What follows belongs to an exercise in optimizing a design on an open flow for small area, a short achievable clock period and few clock cycles per item; a production flow would make more cautious choices. RTL that was checked went through simulation tests only; none was proved equivalent to the original. No activity file was given, so power comes from the tool's default toggle rates.

Setup of the previous run:
==> flow/design.v (excerpt) <==
module output_eval_top (
	input logic clk,
	input logic reset,
	input logic wb_cyc_i,
	input logic wb_stb_i,
	input logic wb_we_i,
	input logic [99:0] wb_dat_i,
	output logic [58:0] wb_dat_o,
	output logic wb_ack_o
);
	localparam int TB = 32;  
	logic wr;  
	logic rd;  
	logic held_q;  
	logic [7:0] count_q;
	logic [1:0] idx_q;
	logic correct_q;
	logic [4*TB-1:0] t_q;  
	logic [4*TB-1:0] t_d;
	logic [47:0] delta;
	logic signed [11:0] act [4];  
	logic [3:0] win;  
	logic [1:0] idx_d;
	logic hit;
	assign wr = wb_cyc_i && wb_stb_i && wb_we_i;
	assign rd = wb_cyc_i && wb_stb_i && !wb_we_i && held_q;
	assign wb_ack_o = wr || rd;
	for (genvar g = 0; g < 4; g++) begin : g_neuron
		assign act[g] = wb_dat_i[52 + 12*g +: 12];
		fxp_mul u_mul (
			.a_i(act[g]),
			.y_i(wb_dat_i[g]),
			.d_i(wb_dat_i[4 + 12*g +: 12]),
			.t_o(t_d[TB*g +: TB])
		);
		fxp_mul_round u_round (
			.t_i(t_q[TB*g +: TB]),
			.p_o(delta[12*g +: 12])
		);
	end
	logic ge01, ge02, ge03, ge12, ge13, ge23;
	assign ge01 = act[0] >= act[1];
	assign ge02 = act[0] >= act[2];
	assign ge03 = act[0] >= act[3];
	assign ge12 = act[1] >= act[2];
	assign ge13 = act[1] >= act[3];
	assign ge23 = act[2] >= act[3];
	assign win[0] = ge01 && ge02 && ge03;
	assign win[1] = !ge01 && ge12 && ge13;
	assign win[2] = !ge02 && !ge12 && ge23;
	assign win[3] = !ge03 && !ge13 && !ge23;
	assign idx_d = {win[2] || win[3], win[1] || win[3]};
	assign hit = |(win & wb_dat_i[3:0]);
	always_ff @(posedge clk or posedge reset) begin
		if (reset) begin
			held_q <= 1'b0;
		end else if (wr) begin
			held_q <= 1'b1;
		end
	end
	always_ff @(posedge clk or posedge reset) begin
		if (reset) begin
			count_q <= '0;
		end else if (wr && hit) begin
  ...
Size: roughly 170 I/O pins, about 0.021 sq mm of cells after synthesis.
clock: 7.5 ns
lec_check: 0
abc_area: 1
cap_margin: 20
core_margin: 2
core_utilization: 40
cts_buf_list: sky130_fd_sc_hd__clkbuf_4 sky130_fd_sc_hd__clkbuf_8
setup_slack_margin: 3.0
slew_margin: 20
standard.sh (not shown) runs the stock make flow with config.mk's settings and CLKGATE_MAP_FILE= SYNTH_SCRIPT=/design/flow/synth_recipe.tcl, a recipe that flattens the netlist after the stock synthesis.
==> flow/flow/run.sh <==
#!/bin/bash
set -euo pipefail
export BUFFER_PORTS_ARGS="-buffer_cell sky130_fd_sc_hd__buf_2"
bash standard.sh > standard.log 2>&1
What the current run does differently from the previous run at the input level:
- SETUP_SLACK_MARGIN now 3.15, was 3.0
==> comparison <==
The previous run closes out successfully: all stages finished, all timing, DRC and antenna checks passed. The current run did not stop at any stage, and its layout met the timing, DRC and antenna checks. In the metrics for the current run and the previous run, the one carrying the higher post-route core utilization is the current run. The current run against the previous run; fmax is up slightly. From the previous run to the current run the numbers moved as follows: worst-case setup margin in the final layout moved up; combinational power moved up; power density over the cells moved down. Delta (the current run minus the previous run): cell area after layout grew by 900 sq um; multi-input combinational cell count held steady; critical path depth grew by 2.
Function was not checked in any run of this note: the RTL went through the layout flow alone.

* * *

== run a ==
Another version of the RTL of output_eval_top (not shown whole).
For scale: roughly 140 flip-flops, roughly 170 I/O pins, roughly 22000 um^2 of cells after synthesis.
Settings: LEC_CHECK=0, ABC_AREA=1, CAP_MARGIN=20, CORE_MARGIN=2, CORE_UTILIZATION=40, SETUP_SLACK_MARGIN=3.0, SLEW_MARGIN=20; clock period 7.5 ns.
run.sh (not shown) runs the stock make flow with config.mk's settings and CLKGATE_MAP_FILE= SYNTH_SCRIPT=/design/flow/synth_recipe.tcl, a recipe that flattens the netlist after the stock synthesis.
Stock flow here: none of the scripts above is used.
Testbench counts of run a, summed over its fixed seeds: cycles 6,400, items 3,200.
Edits applied to the flow inputs when going from run a to run b:
==> flow/flow/run.sh (new file) <==
#!/bin/bash
set -euo pipefail
export BUFFER_PORTS_ARGS="-buffer_cell sky130_fd_sc_hd__buf_2"
bash standard.sh > standard.log 2>&1
==> flow/standard.sh (new file) <==
#!/bin/bash
# synth_recipe.tcl (not shown) runs the flow's synth.tcl, then flattens the netlist and writes it again
# the make line also repeats each setting of config.mk as NAME=value (left out here)
make -C /OpenROAD-flow-scripts/flow DESIGN_CONFIG=/design/flow/config.mk WORK_HOME=/design/flow/orfs CLKGATE_MAP_FILE= SYNTH_SCRIPT=/design/flow/synth_recipe.tcl "${@:-finish}"
removed: flow/run.sh
## What came out
The run showing the smaller number of diodes added for antenna fixing is run b. Run b against run a: post-placement cell area decreased by about 3.5% relative to the old numbers, total power per unit cell area increased by 2.2% relative to the old numbers.

* * *

Setup of exp/willow:
Another version of the RTL of output_eval_top (not shown whole).
For scale: about 2,600 cells after synthesis, ~140 flip-flops.
Settings: LEC_CHECK=0, ABC_AREA=1, CAP_MARGIN=20, CORE_MARGIN=2, CORE_UTILIZATION=40, SETUP_SLACK_MARGIN=3.5, SLEW_MARGIN=20; clock period 7.5 ns.
Stock flow here: none of the scripts above is used.
Testbench counts of exp/willow, summed over its fixed seeds: cycles 6,400, items 3,200.
--- input diff exp/willow..exp/xenon ---
- a change of SETUP_SLACK_MARGIN from 3.5 to 2.0
Results
- Largest driver fanout on the critical path, exp/willow and exp/xenon: larger value in exp/xenon
- Going from exp/willow to exp/xenon, total power after layout lower, cell leakage power down 17%, flip-flop and latch share of the layout cell area higher.
- Worst setup slack on exp/xenon is behind exp/willow.

* * *

Another version of the RTL of output_eval_top (not shown whole).
For scale: about 2600 cells after synthesis, about 140 flip-flops, roughly 170 I/O pins.
clock: 7.5 ns
lec_check: 0
abc_area: 1
cap_margin: 20
core_margin: 2
core_utilization: 40
setup_slack_margin: 3.0
slew_margin: 20
standard.sh (not shown) runs the stock make flow with config.mk's settings and CLKGATE_MAP_FILE= SYNTH_SCRIPT=/design/flow/synth_recipe.tcl, a recipe that flattens the netlist after the stock synthesis.
==> flow/flow/run.sh <==
#!/bin/bash
set -euo pipefail
export BUFFER_PORTS_ARGS="-buffer_cell sky130_fd_sc_hd__buf_2"
bash standard.sh > standard.log 2>&1
The starting point produced a clean layout.
Testbench counts at the start, summed over its fixed seeds: cycles 6,400, items 3,200.
Change:
CORE_UTILIZATION = 60   (was 40)
CTS_BUF_LIST = sky130_fd_sc_hd__clkbuf_4 sky130_fd_sc_hd__clkbuf_8   (was default)
Global-route usage rose by 9.9 points.
Routed wire length went down by a few percent.
Fmax goes down slightly.
Synthesized cell count stays the same.
Cell count drops by a few percent.
Clock skew went up by 0.0034 ns.
Design area went down slightly.
Critical path depth shrinks by 2.
Worst hold slack stays flat.
Change:
CORE_UTILIZATION = 40   (was 60)
CTS_BUF_LIST = default   (was sky130_fd_sc_hd__clkbuf_4 sky130_fd_sc_hd__clkbuf_8)
SETUP_SLACK_MARGIN = 3.2   (was 3.0)
Effect:
- hold slack barely changes
- non-clock buffer count rose by 65
- combinational power rose by 14%
- area after synthesis does not change
- total power rose by about 12%
- synthesized cell count stays the same
- global-route usage fell by 9.6 points
- setup slack improved by 0.12 ns
Change:
CORE_UTILIZATION = 60   (was 40)
SETUP_SLACK_MARGIN = 3.0   (was 3.2)
=>
- The new run went through all stages and came out clean
- design area goes down by 8.8%
- global-route usage rises by 9.8 points
- clock skew rose by 0.0040 ns
- wire length went down by 5.8%
- non-clock buffer count went down by 50
- total power came out lower by 7.5%
- register-to-register slack gets better by 0.03 ns
- utilization climbs by 18 points
- setup slack is worse by 0.11 ns
- via count climbs by 0.77%
- die area came out lower by 33%

* * *

output_eval_top, a different RTL version from the one above (not shown whole).
Size in the first run: about 2500 cells after synthesis, about 130 flip-flops, about 170 I/O pins.
==> flow/config.mk <==
export PLATFORM = sky130hd
export DESIGN_NAME = output_eval_top
export DESIGN_NICKNAME = output_eval_top
export VERILOG_FILES = /design/flow/design.v
export SDC_FILE = /design/flow/constraint.sdc
export NUM_CORES = 4
export LEC_CHECK = 0
export ABC_AREA = 1
export CAP_MARGIN = 20
export CORE_MARGIN = 2
export CORE_UTILIZATION = 40
export CTS_BUF_LIST = sky130_fd_sc_hd__clkbuf_4 sky130_fd_sc_hd__clkbuf_8
export SETUP_SLACK_MARGIN = 3.4
export SLEW_MARGIN = 20
==> flow/constraint.sdc <==
create_clock -name core_clock -period 7.5 [get_ports {clk}]
set_input_delay 1.5000 -clock core_clock [delete_from_list [all_inputs] [get_ports {clk}]]
set_output_delay 1.5000 -clock core_clock [all_outputs]
set_load 0.01 [all_outputs]
==> flow/flow/run.sh <==
#!/bin/bash
set -euo pipefail
export BUFFER_PORTS_ARGS="-buffer_cell sky130_fd_sc_hd__buf_1"
bash standard.sh > standard.log 2>&1
Testbench counts at the start, summed over its fixed seeds: cycles 6,400, items 3,200.
Edit:
==> flow/flow/run.sh (replaced) <==
#!/bin/bash
set -euo pipefail
export BUFFER_PORTS_ARGS="-buffer_cell sky130_fd_sc_hd__buf_2"
bash standard.sh > standard.log 2>&1
SETUP_SLACK_MARGIN = 3.0   (was 3.4)
Effect: The new run passed the timing, DRC and antenna checks; setup slack loses 0.26 ns; cell area came out lower by about 11%; hold slack loses 0.0037 ns; register-to-register slack gains 0.04 ns; synthesized cell count stays the same; count of clock-buffer cells in the layout came out higher by 4; non-clock buffer count came out lower by 113; clock power came out higher by 17%.
Edit:
==> flow/flow/run.sh (replaced) <==
#!/bin/bash
set -euo pipefail
export BUFFER_PORTS_ARGS="-buffer_cell sky130_fd_sc_hd__buf_1"
bash standard.sh > standard.log 2>&1
SETUP_SLACK_MARGIN = 3.1   (was 3.0)
=>
- sequential power is about the same
- count of clock-buffer cells in the layout decreases by 4
- sequential share of layout area came out lower by 0.23 points
- routed wire length falls by 1.6%
- combinational power rose by about 2%

## afterwards: timing with drivers on the ports
In the flow no input, the clock included, has a driving cell. The finished layouts below were timed again as built, in two steps. Step 1 sets driving cells, clkbuf_16 on the clock port and buf_2 on the other inputs (assumed; they add their load-dependent delay and slew). Step 2, shift: input delay + t, output delay - t, t = (earliest + latest rising clock arrival at the registers) / 2. This alone moves slack from input paths to output paths. Slacks: ideal / step 1 / step 2; pairs: ideal / step 1.
run	shift t [ns]	setup WS [ns]	clock arrival spread, ns	pins driven straight from the clock port
the previous run	0.603	3.086 / 3.095 / 2.491	0.015 / 0.015	1
the current run	0.557	3.171 / 3.197 / 2.646	0.020 / 0.020	1
run a	0.508	3.038 / 3.064 / 2.556	0.015 / 0.015	1
run b	0.532	3.081 / 3.056 / 2.551	0.015 / 0.015	1
exp/willow	0.540	3.076 / 3.016 / 2.602	0.008 / 0.008	1
exp/xenon	0.502	2.176 / 2.200 / 1.697	0.012 / 0.013	1
the first run of note 4	0.514	3.096 / 3.038 / 2.524	0.012 / 0.013	1
the second run of note 4	0.560	3.039 / 2.989 / 2.462	0.021 / 0.021	1
the third run of note 4	0.514	3.164 / 3.159 / 2.679	0.016 / 0.015	1
the fourth run of note 4	0.514	3.052 / 3.003 / 2.489	0.017 / 0.018	1
the first run of note 5	0.604	3.316 / 3.259 / 2.684	0.026 / 0.026	1
the second run of note 5	0.597	3.052 / 3.078 / 2.481	0.028 / 0.028	1
the third run of note 5	0.607	3.172 / 3.133 / 2.526	0.023 / 0.022	1
After both steps every run listed still meets setup and hold. The setup slack of the third run of note 5, which loses most, moves by -0.039 ns with the drivers and by -0.646 ns with both steps.
